Source: an optimization exercise on an open RTL-to-GDS flow (aim: small area, a short achievable clock period and few clock cycles per item). Production flows keep margins and buffers that such runs may drop.
Function was not checked in any run shown here: the RTL went through the layout flow alone.

==> flow/design.v, too long to show whole: its modules and the start of the top module <==
// module julia_render: 2212 lines
module julia_render #(
    parameter int H_PIXELS = 64,
    parameter int V_PIXELS = 48,
    parameter int MAX_ITER = 255,
    parameter int FRAC     = 14
) (
    input  logic               clock,
    input  logic               reset,
    input  logic               valid,
    input  logic signed [17:0] c_real,
    input  logic signed [17:0] c_comp,
    input  logic signed [17:0] x,
    input  logic signed [17:0] y,
    input  logic signed [17:0] scale,
    output logic [18:0]        wr_addr,
    output logic [7:0]         wr_data,
    output logic               wr_en,
    input  logic               wr_ready,
    output logic               busy,
    output logic               done
);
  // ...
==> flow/flow/run.sh <==
#!/bin/bash
set -euo pipefail
bash standard.sh SETUP_SLACK_MARGIN=8.15 "BUFFER_PORTS_ARGS=-buffer_cell sky130_fd_sc_hd__buf_1" finish > standard_make.log 2>&1
==> flow/standard.sh <==
#!/bin/bash
# synth_recipe.tcl (not shown) runs the flow's synth.tcl, then flattens the netlist and writes it again
# the make line also repeats each setting of config.mk as NAME=value (left out here)
make -C /OpenROAD-flow-scripts/flow DESIGN_CONFIG=/design/flow/config.mk WORK_HOME=/design/flow/orfs CLKGATE_MAP_FILE= SYNTH_SCRIPT=/design/flow/synth_recipe.tcl "${@:-finish}"
==> flow/config.mk <==
export PLATFORM = sky130hd
export DESIGN_NAME = julia_render
export DESIGN_NICKNAME = julia_render
export VERILOG_FILES = /design/flow/design.v
export SDC_FILE = /design/flow/constraint.sdc
export NUM_CORES = 4
export LEC_CHECK = 0
export CAP_MARGIN = 20
export CORE_MARGIN = 2
export CORE_UTILIZATION = 60
export SLEW_MARGIN = 20
==> flow/constraint.sdc <==
create_clock -name core_clock -period 12.0 [get_ports {clock}]
set_input_delay 2.4000 -clock core_clock [delete_from_list [all_inputs] [get_ports {clock}]]
set_output_delay 2.4000 -clock core_clock [all_outputs]
set_load 0.01 [all_outputs]
==> reports/results.md, run 1 <==
• **CTS tree** done
• **Die X-Extent** 238.0 µm
• **worst setup path startpoint** zr_q[15]
• **nets@finish** 4110
• **Avg WL per Cell** 21.48 µm
• **number of gates given a new drive strength after cts** 185
• **result of the run** complete, no violations
• **warnings from Yosys** 1
• **total iterations of the first detailed-routing run** 6
• **part of the cycle the worst path needs** 32.28%
• **global routing met3 resource utilization** 5.125%
• **routed length on met1** 35870 µm
• **largest family of logic cells by synthesized area** adder cells
• **global route total overflow** 0
• **vias post-DR** 22990
• **number of synthesized register bits** 451
• **final worst slack** 8127 ps
• **critical path class** reg2reg
• **capturing element type of the critical path** register
• **number of CTS-inserted buffers** 51
• **routing usage on met2** 51.27%
• **most common library cells after synthesis** 529 x inv_1, 377 x fa_1, 330 x dfxtp_1
• **dominant kind of cell** multi-input gates
• **worst hold path endpoint** s0r_q[0]
• **r2r worst-path depth** 12
• **data required time of the worst path** 12510 ps
• **post-synth top area share** 22.97%
• **Clk Tree Root Cell** clkbuf_16
• **multi-input combinational cell count** 2039
==> inputs of run 2 (changes only) <==
--- a/flow/design.v
+++ b/flow/design.v
@@ -17,29 +17,50 @@
     output logic               wr_en,
     input  logic               wr_ready,
     output logic               busy,
     output logic               done
 );
     logic [17:0] cr_q, ci_q, scale_q;
     logic [17:0] gr_q, gi_q;
     logic [5:0]  gcol_q, grow_q;
-    logic        gdir_q, gdone_q;
+    logic        gdir_q, gdone_q, lq_q;
+    logic [17:0] gsr, gsi, ger, gei;
+    logic [5:0]  gscol, gsrow, gecol, gerow;
+    logic        gsdir, gedir;
+    always_comb begin
+        gsr   = gr_q;
+        gsi   = gi_q;
+        gsrow = grow_q;
+        gsdir = gdir_q;
+        gscol = gcol_q + 6'd1;
+        if (gcol_q == 6'd63) begin
+            gsi   = gi_q + scale_q;
+            gsrow = grow_q + 6'd1;
+            gsdir = !gdir_q;
+        end else begin
+            gsr   = gr_q + (scale_q ^ {18{gdir_q}}) + {17'd0, gdir_q};
+        end
+    end
+    assign ger   = lq_q ? gsr : gr_q;
+    assign gei   = lq_q ? gsi : gi_q;
+    assign gecol = lq_q ? gscol : gcol_q;
+    assign gerow = lq_q ? gsrow : grow_q;
+    assign gedir = lq_q ? gsdir : gdir_q;
     logic        v0_q, p0_q;
     logic [17:0] zr_q, zi_q, s0r_q, s0i_q;
     logic [7:0]  it0_q;
     logic [11:0] a0_q;
     logic        v1_q, p1_q, in1_q, per1_q, cap1_q;
     logic [17:0] s1r_q, s1i_q;
     logic [7:0]  it1_q;
     logic [11:0] a1_q;
-    logic [23:0] xa_q, xb_q, ea_q, eb_q;
-    logic [22:0] ya_q, yb_q;
-    logic [1:0]  xk_q, ek_q;
-    logic        yk_q;
+    logic [31:0] xa_q, xb_q;
+    logic [30:0] ya_q, yb_q;
+    logic [31:0] ea_q, eb_q;
     logic        ov_q, kv_q;
     logic [11:0] oa_q, ka_q;
     logic [7:0]  od_q, kd_q;
     logic        valid_q, busy_q, run_q, done_q;
     logic [15:0] dr, di;
     assign dr = zr_q[15:0];
     assign di = zi_q[15:0];
     wire t_1;
@@ -2056,65 +2077,58 @@
     assign t_912 = ~bop7[15] & t_856;
     wire t_913;
     wire t_914;
     assign t_913 = ~bop7[16] ^ bop7[15];
     assign t_914 = ~bop7[16] & bop7[15];
     wire [30:0] ya, yb;
     assign ya = {t_913, t_911, t_909, t_906, t_905, t_902, t_901, t_899, t_896, t_894, t_892, t_890, t_888, t_886, t_884, t_882, t_880, t_878, t_876, t_874, t_872, t_870, t_868, t_866, t_864, t_862, t_860, t_858, bon1, bop0[1], bon0};
     assign yb = {t_912, t_910, t_908, t_907, t_904, t_903, t_900, t_898, t_897, t_895, t_893, t_891, t_889, t_887, t_885, t_883, t_881, t_879, t_877, t_875, t_873, t_871, t_869, t_867, t_865, t_863, t_861, t_859, t_857, 1'b0, bop0[0]};
-    logic [9:0] xl, el;
-    logic [8:0] yl;
-    assign xl = {2'b0, xa[7:0]} + {2'b0, xb[7:0]} + 10'd2;
-    assign yl = {1'b0, ya[7:0]} + {1'b0, yb[7:0]};
-    assign el = {2'b0, ea[7:0]} + {2'b0, eb[7:0]} + 10'hff;
     localparam logic [63:0] MUL3 = 64'b1001001001001001001001001001001001001001001001001001001001001001;
     logic save;
     assign save = (it0_q[1:0] == 2'd0) && MUL3[it0_q[7:2]];
     logic inr, ini, per, cap;
     assign inr = (zr_q[17:15] == 3'b000) || (zr_q[17:15] == 3'b111) || (zr_q == 18'h08000);
     assign ini = (zi_q[17:15] == 3'b000) || (zi_q[17:15] == 3'b111) || (zi_q == 18'h08000);
     assign per = (it0_q != 8'h00) && (zr_q == s0r_q) && (zi_q == s0i_q);
     assign cap = (it0_q == 8'hff);
     always_ff @(posedge clock) begin
-        xa_q   <= xa[31:8];
-        xb_q   <= xb[31:8];
-        xk_q   <= xl[9:8];
-        ya_q   <= ya[30:8];
-        yb_q   <= yb[30:8];
-        yk_q   <= yl[8];
-        ea_q   <= ea[31:8];
-        eb_q   <= eb[31:8];
-        ek_q   <= el[9:8];
+        xa_q   <= xa;
+        xb_q   <= xb;
+        ya_q   <= ya;
+        yb_q   <= yb;
+        ea_q   <= ea;
+        eb_q   <= eb;
         in1_q  <= inr && ini;
         per1_q <= per;
         cap1_q <= cap;
         it1_q  <= it0_q;
         a1_q   <= a0_q;
         if (save) begin
             s1r_q <= zr_q;
             s1i_q <= zi_q;
         end else begin
             s1r_q <= s0r_q;
             s1i_q <= s0i_q;
         end
         s0r_q <= s1r_q;
         s0i_q <= s1i_q;
     end
     logic [17:0] zr_new, zi_new;
-    logic [23:0] xs, es;
-    logic [22:0] ys;
+    logic [31:0] xs;
+    logic [30:0] ys;
+    logic [31:0] es;
     logic        escape, fin, can_emit, emit, load;
     logic [7:0]  count;
-    assign xs     = xa_q + xb_q + {cr_q, 6'd0} + {22'd0, xk_q};
-    assign zr_new = xs[23:6];
-    assign ys     = ya_q + yb_q + {ci_q, 5'd0} + {22'd0, yk_q};
-    assign zi_new = ys[22:5];
-    assign es     = ea_q + eb_q + 24'hbf_ffff + {22'd0, ek_q};
-    assign escape = !in1_q || !es[23];
+    assign xs     = xa_q + xb_q + {cr_q, 14'd2};
+    assign zr_new = xs[31:14];
+    assign ys     = ya_q + yb_q + {ci_q, 13'd0};
+    assign zi_new = ys[30:13];
+    assign es     = ea_q + eb_q + 32'hbfff_ffff;
+    assign escape = !in1_q || !es[31];
     assign fin    = p1_q || (v1_q && (escape || cap1_q || per1_q));
     assign count  = (v1_q && per1_q) ? 8'hff : it1_q;
     assign can_emit = !kv_q;
     assign emit     = run_q && fin && can_emit;
     assign load     = run_q && !gdone_q && (emit || !(v1_q || p1_q));
     logic start, finish;
     assign start  = valid && !valid_q && !run_q;
     assign finish = gdone_q && !v0_q && !p0_q && !v1_q && !p1_q && !ov_q && !kv_q;
@@ -2128,38 +2142,42 @@
             done_q  <= 1'b0;
             v0_q    <= 1'b0;
             p0_q    <= 1'b0;
             v1_q    <= 1'b0;
             p1_q    <= 1'b0;
             ov_q    <= 1'b0;
             kv_q    <= 1'b0;
             gdone_q <= 1'b0;
+            lq_q    <= 1'b0;
         end else begin
             valid_q <= valid;
             busy_q  <= start || (run_q && !finish);
             if (start) begin
                 run_q  <= 1'b1;
                 done_q <= 1'b0;
             end else if (run_q && finish) begin
                 run_q  <= 1'b0;
                 done_q <= 1'b1;
             end
             if (!run_q) begin
                 v0_q    <= 1'b0;
                 p0_q    <= 1'b0;
                 v1_q    <= 1'b0;
                 p1_q    <= 1'b0;
                 gdone_q <= 1'b0;
+                lq_q    <= 1'b0;
+            lq_q    <= 1'b0;
             end else begin
                 v1_q <= v0_q;
                 p1_q <= p0_q;
                 v0_q <= load || (v1_q && !fin);
                 p0_q <= fin && !can_emit;
-                if (load && gcol_q == 6'd63 && grow_q == 6'd47) gdone_q <= 1'b1;
+                lq_q <= load;
+                if (load && gecol == 6'd63 && gerow == 6'd47) gdone_q <= 1'b1;
             end
             if (free) begin
                 ov_q <= kv_q || emit;
                 kv_q <= kv_q && emit;
             end else if (emit) begin
                 kv_q <= 1'b1;
             end
         end
@@ -2169,31 +2187,28 @@
             cr_q    <= c_real;
             ci_q    <= c_comp;
             scale_q <= scale;
             gr_q    <= x;
             gi_q    <= y;
             gcol_q  <= '0;
             grow_q  <= '0;
             gdir_q  <= 1'b0;
-        end else if (load) begin
-            if (gcol_q == 6'd63) begin
-                gi_q   <= gi_q + scale_q;
-                grow_q <= grow_q + 6'd1;
-                gdir_q <= !gdir_q;
-            end else begin
-                gr_q   <= gr_q + (scale_q ^ {18{gdir_q}}) + {17'd0, gdir_q};
-            end
-            gcol_q <= gcol_q + 6'd1;
+        end else if (lq_q) begin
+            gr_q   <= gsr;
+            gi_q   <= gsi;
+            gcol_q <= gscol;
+            grow_q <= gsrow;
+            gdir_q <= gsdir;
         end
         if (load) begin
-            zr_q  <= gr_q;
-            zi_q  <= gi_q;
+            zr_q  <= ger;
+            zi_q  <= gei;
             it0_q <= 8'd0;
-            a0_q  <= {grow_q, gcol_q ^ {6{gdir_q}}};
+            a0_q  <= {gerow, gecol ^ {6{gedir}}};
         end else begin
             zr_q  <= zr_new;
             zi_q  <= zi_new;
             it0_q <= fin ? count : it1_q + 8'd1;
             a0_q  <= a1_q;
         end
         if (free) begin
             oa_q <= kv_q ? ka_q : a1_q;
==> flow/flow/run.sh (replaced) <==
#!/bin/bash
set -euo pipefail
bash standard.sh SETUP_SLACK_MARGIN=8 finish > standard_make.log 2>&1
==> flow/config.mk (replaced) <==
export PLATFORM = sky130hd
export DESIGN_NAME = julia_render
export DESIGN_NICKNAME = julia_render
export VERILOG_FILES = /design/flow/design.v
export SDC_FILE = /design/flow/constraint.sdc
export NUM_CORES = 4
export LEC_CHECK = 0
export CAP_MARGIN = 20
export CORE_MARGIN = 2
export CORE_UTILIZATION = 40
export SLEW_MARGIN = 20
==> run 2 against run 1 <==
Against the previous run: via count increased by 1.4%; cell count increased by 14%; sequential share of layout area decreased by 0.088 points; first-iteration DRC count increased by 1.4%; final area increased by 3.7%; fmax decreased by 1.6%; global-route usage decreased by 11 points; critical path type unchanged; critical endpoint is now eb_q[17]; largest cell class unchanged.
==> reports/results.md, run 2 <==
• **vias in the first global route** 23300
• **area added between synthesis and finish** 15.88%
• **Regs by FF count** xa_q (31), xb_q (31), ya_q (31)
• **Avg WL per Cell** 18.91 µm, -12%
• **unrepaired setup endpoints after global routing** true
• **number of synthesized register bits** 488, +8.2%
• **clock sink count** 488
• **maximum buffer depth of the clock tree** 3
• **most common library cells after synthesis** 532 x inv_1, 402 x dfxtp_1, 377 x fa_1
• **residual DRC count** 0
• **standard-cell rows** 106
• **post-synth top area share** 23.79%, +0.81 points
• **Slew @ Worst Pin** 994.2 ps
• **post-route setup TNS** 0 ps
• **Critical Path Slowest Stage Cell** fa_1
• **number of max-slew violations in the final report** 0
• **number of distinct standard cells referenced by the synthesized netlist** 79
• **most frequent standard cell in the layout excluding fill and tap cells** inv_1
• **Clk Tree Root Cell** clkbuf_16
• **top cells by area, synth** dfxtp_1 24%, fa_1 22%, ha_1 10%
• **result of the run** complete, no violations
• **number of buffer and inverter instances along the worst setup path** 6
• **final wirelength** 87820 µm
• **worst setup skew after layout** 54.25 ps
• **# H-tree levels** 2
• **largest net degree at the start of global routing** 59
• **area of the core region** 0.08369 mm²
• **number of standard cells after synthesis** 3359
• **vias post-DR** 23310, +1.4%
• **count of endpoints failing hold in the final timing report** 0
• **placed standard-cell area** 0.03608 mm²
• **global route total overflow** 0, unchanged
• **Synth async-reset ratio** 2.459%
• **CP startpoint kind** register
• **I/O Buffers** 116
• **capturing element type of the critical path** register
• **min cycle time layout** 3936 ps
• **most frequent cells in the layout** 518 x inv_1, 387 x dfxtp_1, 362 x fa_1
• **Top cell by count, worst path** fa_1
• **highest achievable clock rate** 254.0 MHz
• **Post-synth top flop** dfxtp_1
• **part of the cycle the worst path needs** 32.80%, +0.53 points
• **warnings from Yosys** 1, unchanged
• **max_slew headroom** 33.72%
• **count of boundary I/O pins** 124
• **initial core utilization** 40.43%
• **Synth Area per Inst** 10.07 µm²
• **count of placed standard cells including taps** 4484
• **wire length of the first global-routing pass** 136100 µm
• **total iterations of the first detailed-routing run** 6, unchanged
• **final cell count without fillers** 4645
• **last weighted congestion value of the routability-driven placer** 0.8779
• **arrival time at the worst endpoint** 4490 ps
• **CTS tree** done
• **Initial DRC Count** 1743
• **critical path class** reg2reg
• **antenna violations before repair** 1
• **Die X-Extent** 294.8 µm, +24%
• **final standard cell area without fillers** 0.03921 mm²
• **most instantiated library cell after synthesis** inv_1
• **total die area** 0.08693 mm²
• **cell area after technology mapping** 0.03383 mm²
• **clock slew at reported path FFs** 60 ps
• **post-detailed-route count of antenna-violating nets** 0
• **Yosys top cell by area** dfxtp_1
• **worst hold slack** 285.4 ps
• **HPWL after DPL** 64010 µm
• **class of the tightest hold or removal check** reg2reg
• **MaxCap Viol Count** 0
• **total of endpoints with negative setup slack in the final report** 0
• **Global Route Usage Sum** 20.25%
• **antenna diode count** 0
• **nets@finish** 4217, +2.6%
• **die height** 294.8 µm
• **Post-CTS Hold Buffers** 0
• **number of CTS-inserted buffers** 55, +7.8%
• **number of enable flip-flop cells after synthesis** 74
• **data required time of the worst path** 12550 ps, +40 ps
• **routed via count divided by cell count** 5.017
• **fraction of final layout cells with drive strength greater than 1** 9.000%
• **maximum fanout encountered on the critical timing path** 6
• **Largest delay share family, worst path** adder cells
• **CP max stage delay** 530 ps
• **clock latency on the worst-skew pair** 660 ps
• **sequential area share after synthesis** 31.24%
• **cells along the critical path** buf_12 -> buf_12 -> nand2_1 -> inv_1 -> fa_1 -> inv_1 -> fa_1 -> fa_1 -> fa_2 -> fa_1 -> inv_1 -> fa_1 -> inv_1
[run 2: final timing paths]
kind                       startpoint  slack (ps)        to  depth (start not counted)
setup reg to reg             zr_q[15]        8060  eb_q[17]                         13
max in group asynchronous       reset        9410     run_q                          1
hold / removal               s1i_q[7]         290  s0i_q[7]                          0
setup / recovery             zr_q[15]        8060  eb_q[17]                         13
hold reg to reg              s1i_q[7]         290  s0i_q[7]                          0
min in group asynchronous       reset        2120      lq_q                          1
[run 2: metal layers]
| metal | routed length [µm] | global-route usage [%] | vias to the layer above |
|---|---|---|---|
| li1 | - | - | 11020 |
| met1 | 42590 | 30.10 | 11530 |
| met2 | 38970 | 31.62 | 645 |
| met3 | 4661 | 2.323 | 113 |
| met4 | 1604 | 4.293 | 0 |
| met5 | 0 | 0 | - |
[run 2: cell families after synthesis]
kind of cell / synth area share (%)
AO/OA/AOI/OAI: 9.600
XOR/XNOR: 6.886
adder cells (fa/ha/maj): 32.66
buffers and inverters: 8.058
flip-flops: 31.24
multiplexers: 2.185
other: 0.01108
AND/OR/NAND/NOR: 9.359
[run 2: what timing repair did]
action / 4_1_cts / 5_1_grt
cloned: 1 / 6
pin swaps: 1 / 10
resized for setup: 59 / 98
setup buffers: 26 / 26
endpoints found under the setup margin: 107 / 59
[run 2: worst register-to-register path, stage by stage, from the launching register on]
cell     delay (ps)
dfxtp_4         350
buf_12          140
buf_12          130
nand2_1         100
inv_1            70
fa_1            530
inv_1            60
fa_1            420
fa_1            530
fa_2            470
fa_1            510
inv_1            70
fa_1            470
inv_1            30
[run 2: final cells by class]
type | count | area, µm²
Fill cell | 7722 | 44480
Multi-Input combinational cell | 2160 | 20730
Sequential cell | 488 | 10610
Timing Repair Buffer | 213 | 2242
Inverter | 546 | 2136
Clock buffer | 65 | 1505
Tap cell | 1134 | 1419
Clock inverter | 37 | 563.0
Timing Repair inverter | 2 | 10.01
[run 2: metrics by stage]
step	setup WS, ps	util (%)
2_1_floorplan	8004	-
3_3_place_gp	7466	43.11
3_5_place_dp	7488	43.11
4_1_cts	7990	46.06
5_1_grt	7916	46.85
6_report	8064	46.85

==> port drivers added, routing unchanged <==
No port has a modelled driver above. Below, the same layouts with a new extraction and two added sets of constraints. Step 1 (the two cells are an assumption about what drives the block):
set clk [get_ports {clock}]
set_driving_cell -lib_cell sky130_fd_sc_hd__clkbuf_16 $clk
set_driving_cell -lib_cell sky130_fd_sc_hd__buf_2 [delete_from_list [all_inputs] $clk]
Step 2 moves the port delays by t, midway between the first and last clock arrival at a register: inputs arrive t later, outputs are due t later. That takes back most of the time a late clock gives input paths. a / b / c = ideal / step 1 / step 2; a / b = the first two.
| run | shift t [ns] | setup slack, ns | worst hold slack (ns) | worst register clock-pin slew, ns | worst data-port slew with drivers (ns) |
|---|---|---|---|---|---|
| run 1 | 0.672 | 8.127 / 8.127 / 8.127 | 0.319 / 0.319 / 0.319 | 0.07 / 0.07 | 0.05 |
| run 2 | 0.697 | 8.064 / 8.006 / 8.064 | 0.285 / 0.285 / 0.285 | 0.07 / 0.07 | 0.07 |
After both steps every run listed still meets setup and hold.
